From an optimization exercise on the open Yosys and OpenROAD flow, aimed at small area and a short achievable clock period; shortcuts taken in it are not production practice.
At most, simulation tests tie the RTL to the original design; equivalence was not proved.

## adpll_ctrl
module adpll_ctrl (
   input  logic         clk,
   input  logic         rst_accum_all,
   input  logic [25:0]  fcw,
   input  logic [1:0]   adpll_mode,
   input  logic [11:0]  tdc_word,
   input  logic [29:0]  coefs,
   input  logic [23:0]  test,
   output logic [20:0]  dco_words,
   output logic [2:0]   pwr,
   output logic         channel_lock,
   output logic         channel_sat
);
Size in the first run: about 220 flip-flops, ~120 I/O pins, ~25000 um^2 of cells after synthesis.
==> module lf_add, before the edit <==
module lf_add #(
   parameter int W = 27
) (
   input  logic [W-1:0] a,
   input  logic [W-1:0] b,
   input  logic         ci,
   output logic [W-1:0] s,
   output logic [W:0]   c
);
   localparam int LG = (W > 16) ? 5 : (W > 8) ? 4 : (W > 4) ? 3 : (W > 2) ? 2 : 1;
   logic [W-1:0] g, p;
   assign g = a & b;
   assign p = a ^ b;
   logic [W-1:0] gg [0:LG];
   logic [W-1:0] pp [0:LG];
   assign gg[0] = {g[W-1:1], g[0] | (p[0] & ci)};
   assign pp[0] = p;
   for (genvar l = 0; l < LG; l++) begin : g_lv
      for (genvar i = 0; i < W; i++) begin : g_bit
         localparam int J = (l > 0 && i == (1 << l)) ? i - 2 : ((i >> l) << l) - 1;
         if ((i >> l) & 1) begin : g_n
            assign gg[l+1][i] = gg[l][i] | (pp[l][i] & gg[l][J]);
            assign pp[l+1][i] = pp[l][i] & pp[l][J];
         end else if (l == 0 && i >= 2 && (i & (i - 1)) == 0) begin : g_pair
            assign gg[l+1][i] = gg[l][i] | (pp[l][i] & gg[l][i-1]);
            assign pp[l+1][i] = pp[l][i] & pp[l][i-1];
         end else begin : g_w
            assign gg[l+1][i] = gg[l][i];
            assign pp[l+1][i] = pp[l][i];
         end
      end
   end
   assign c = {gg[LG], ci};
   assign s = p ^ c[W-1:0];
endmodule
==> module loop_filter, before the edit <==
module loop_filter (
   input  logic                                     clk,
   input  logic                                     rst_accum_all,
   input  logic                                     accum_clr,
   input  logic [adpll_cfg_pkg::FCWW-1:0]           fcw,
   input  logic [adpll_cfg_pkg::INTW-1:0]           tdc_word,
   input  adpll_types_pkg::filt_cfg_s               filt,
   output logic signed [adpll_cfg_pkg::OTWW-1:0]    otw_round
);
   localparam int N = adpll_cfg_pkg::ACCW;
   function automatic logic [19:0] sh20(input logic [26:0] x, input logic [3:0] s);
      logic [26:0] a8;
      logic [22:0] a4;
      logic [20:0] a2;
      logic [19:0] a1;
      for (int i = 0; i < 27; i++) a8[i] = s[3] ? x[(i+8 > 26) ? 26 : i+8] : x[i];
      for (int i = 0; i < 23; i++) a4[i] = s[2] ? a8[i+4] : a8[i];
      for (int i = 0; i < 21; i++) a2[i] = s[1] ? a4[i+2] : a4[i];
      for (int i = 0; i < 20; i++) a1[i] = s[0] ? a2[i+1] : a2[i];
      sh20 = a1;
   endfunction
   logic                  clr;
   logic signed [N-1:0]   acc_d, acc_q;
   logic signed [N-1:0]   iir_q [1:3];
   logic signed [N-1:0]   iir_d [0:3];
   logic signed [N-1:0]   tap;
   logic signed [N-1:0]   integ_d, integ_q;
   assign clr = rst_accum_all | accum_clr;
   logic [12:0] hs, hc;
   logic [12:0] hx, hy;
   assign hx = {1'b0, fcw[25:14]};
   assign hy = ~{1'b0, tdc_word};
   assign hs = acc_q[26:14] ^ hx ^ hy;
   assign hc = (acc_q[26:14] & hx) | (acc_q[26:14] & hy) | (hx & hy);
   logic [N:0] acc_c;
   lf_add #(.W(N)) u_acc (
      .a({hs, acc_q[13:0]}), .b({hc[11:0], 1'b1, fcw[13:0]}), .ci(1'b0),
      .s(acc_d), .c(acc_c)
   );
   assign iir_d[0] = acc_d;
   for (genvar k = 1; k <= 3; k++) begin : g_iir
      logic signed [N-1:0] ynsh, xsh;
      logic [N:0] ic;
      assign ynsh = $signed(~iir_q[k]) >>> filt.lambda;
      assign xsh  = iir_d[k-1] >>> filt.lambda;
      logic [N-1:0] cs_s, cs_c;
      assign cs_s = xsh ^ iir_q[k] ^ ynsh;
      assign cs_c = (xsh & iir_q[k]) | (xsh & ynsh) | (iir_q[k] & ynsh);
      lf_add #(.W(N)) u_i (
         .a(cs_s), .b({cs_c[N-2:0], 1'b1}), .ci(1'b0), .s(iir_d[k]), .c(ic)
      );
   end
   always_comb begin
      case (filt.iir_n)
         2'd0:    tap = iir_d[0];
         2'd1:    tap = iir_d[1];
         2'd2:    tap = iir_d[2];
         default: tap = iir_d[3];
      endcase
   end
   logic [N:0] int_c;
   logic [N-1:0] tap_g;
   assign tap_g = filt.en_integral ? tap : '0;
   lf_add #(.W(N)) u_int (
      .a(tap_g), .b(integ_q), .ci(1'b0), .s(integ_d), .c(int_c)
   );
   always_ff @(posedge clk) begin
      if (clr) begin
         acc_q    <= '0;
         iir_q[1] <= '0;
         iir_q[2] <= '0;
         iir_q[3] <= '0;
         integ_q  <= '0;
      end else begin
         acc_q    <= acc_d;
         iir_q[1] <= iir_d[1];
         iir_q[2] <= iir_d[2];
         iir_q[3] <= iir_d[3];
         integ_q  <= integ_d;
      end
   end
   logic [19:0] pa, pb, ps, pc, ntw;
   logic [20:0] ntw_c;
   assign pa  = sh20(tap, filt.alpha);
   assign pb  = filt.en_integral ? sh20(integ_d, filt.beta) : 20'd0;
   assign ps  = pa ^ pb ^ 20'd64;
   assign pc  = (pa & pb) | ((pa | pb) & 20'd64);
   lf_add #(.W(20)) u_ntw (
      .a(ps), .b({pc[18:0], 1'b0}), .ci(1'b0), .s(ntw), .c(ntw_c)
   );
   assign otw_round = ntw[19:7];
endmodule
Settings: LEC_CHECK=0, ABC_AREA=1, CAP_MARGIN=20, CORE_MARGIN=2, CORE_UTILIZATION=60, PLACE_DENSITY=0.75, SETUP_SLACK_MARGIN=2, SLEW_MARGIN=20; clock period 33.0 ns.
standard.sh (not shown) runs the stock make flow with config.mk's settings and CLKGATE_MAP_FILE= SYNTH_SCRIPT=/design/flow/synth_recipe.tcl, a recipe that flattens the netlist after the stock synthesis.
==> flow/flow/run.sh <==
#!/bin/bash
# The standard layout (standard.sh: unchanged synthesis, floorplan, placement,
# CTS, routing), with two settings changed:
#  - the port buffers are plain buf_1 cells instead of the delay buffers the
#    resizer picks by default (every port still gets its own buffer);
#  - CTS uses clkbuf_16 with larger sink clusters and no dummy loads.
# The whole ORFS run's output goes to standard_flow.log here; ORFS also keeps
# each step's own log under orfs/logs/.
set -euo pipefail
export BUFFER_PORTS_ARGS="-buffer_cell sky130_fd_sc_hd__buf_1"
export CTS_ARGS="-sink_clustering_enable -repair_clock_nets -buf_list sky130_fd_sc_hd__clkbuf_16 -dont_use_dummy_load -sink_clustering_size 20 -sink_clustering_max_diameter 120"
bash standard.sh finish > standard_flow.log 2>&1
Next try:
--- a/flow/design.v
+++ b/flow/design.v
@@ -84,19 +84,15 @@
    logic [W-1:0] gg [0:LG];
    logic [W-1:0] pp [0:LG];
    assign gg[0] = {g[W-1:1], g[0] | (p[0] & ci)};
    assign pp[0] = p;
    for (genvar l = 0; l < LG; l++) begin : g_lv
       for (genvar i = 0; i < W; i++) begin : g_bit
-         localparam int J = (l > 0 && i == (1 << l)) ? i - 2 : ((i >> l) << l) - 1;
          if ((i >> l) & 1) begin : g_n
-            assign gg[l+1][i] = gg[l][i] | (pp[l][i] & gg[l][J]);
-            assign pp[l+1][i] = pp[l][i] & pp[l][J];
-         end else if (l == 0 && i >= 2 && (i & (i - 1)) == 0) begin : g_pair
-            assign gg[l+1][i] = gg[l][i] | (pp[l][i] & gg[l][i-1]);
-            assign pp[l+1][i] = pp[l][i] & pp[l][i-1];
+            assign gg[l+1][i] = gg[l][i] | (pp[l][i] & gg[l][((i >> l) << l) - 1]);
+            assign pp[l+1][i] = pp[l][i] & pp[l][((i >> l) << l) - 1];
          end else begin : g_w
             assign gg[l+1][i] = gg[l][i];
             assign pp[l+1][i] = pp[l][i];
          end
       end
    end
@@ -141,22 +137,19 @@
    lf_add #(.W(N)) u_acc (
       .a({hs, acc_q[13:0]}), .b({hc[11:0], 1'b1, fcw[13:0]}), .ci(1'b0),
       .s(acc_d), .c(acc_c)
    );
    assign iir_d[0] = acc_d;
    for (genvar k = 1; k <= 3; k++) begin : g_iir
-      logic signed [N-1:0] ynsh, xsh;
-      logic [N:0] ic;
-      assign ynsh = $signed(~iir_q[k]) >>> filt.lambda;
-      assign xsh  = iir_d[k-1] >>> filt.lambda;
+      logic signed [N-1:0] ysh, xsh;
+      assign ysh = iir_q[k] >>> filt.lambda;
+      assign xsh = iir_d[k-1] >>> filt.lambda;
       logic [N-1:0] cs_s, cs_c;
-      assign cs_s = xsh ^ iir_q[k] ^ ynsh;
-      assign cs_c = (xsh & iir_q[k]) | (xsh & ynsh) | (iir_q[k] & ynsh);
-      lf_add #(.W(N)) u_i (
-         .a(cs_s), .b({cs_c[N-2:0], 1'b1}), .ci(1'b0), .s(iir_d[k]), .c(ic)
-      );
+      assign cs_s = xsh ^ iir_q[k] ^ ~ysh;
+      assign cs_c = (xsh & iir_q[k]) | (xsh & ~ysh) | (iir_q[k] & ~ysh);
+      assign iir_d[k] = cs_s + {cs_c[N-2:0], 1'b1};
    end
    always_comb begin
       case (filt.iir_n)
          2'd0:    tap = iir_d[0];
          2'd1:    tap = iir_d[1];
          2'd2:    tap = iir_d[2];
Outcome:
- The changed run finished with timing, DRC and antenna clean
- critical path depth came out lower by 13
- final cell count came out higher by a few percent
- hold slack improves by 0.011 ns
- setup slack degrades by 0.14 ns
- synthesized area came out higher by a few percent
- maximum frequency came out lower slightly
- wire length came out higher by roughly a tenth
- cell area came out higher by a few percent
- via count came out higher by a few percent
- first-iteration DRC count came out lower by a few percent
No functional check of the RTL was part of the second run of this note.

port drivers added, routing unchanged:
No port has a modelled driver above. Below, the same layouts with a new extraction and two added sets of constraints.
Step 1 (the two cells are an assumption about what drives the block):
set clk [get_ports {clk}]
set_driving_cell -lib_cell sky130_fd_sc_hd__clkbuf_16 $clk
set_driving_cell -lib_cell sky130_fd_sc_hd__buf_2 [delete_from_list [all_inputs] $clk]
Step 2 moves the port delays by t, midway between the first and last clock arrival at a register: inputs arrive t later, outputs are due t later. That takes back most of the time a late clock gives input paths.
a / b / c = ideal ports / drivers / drivers and shift; a / b = the first two.
run | shift t [ns] | slack for setup (ns) | hold slack, ns
the first run | 0.571 | 3.310 / 3.283 / 3.283 | 0.453 / 0.453 / 0.453
the second run | 0.569 | 3.172 / 3.148 / 3.148 | 0.464 / 0.464 / 0.464
After both steps setup and hold are still met in every run listed. The setup slack of the first run, which loses most, moves by -0.027 ns with the drivers and by -0.027 ns with both steps.
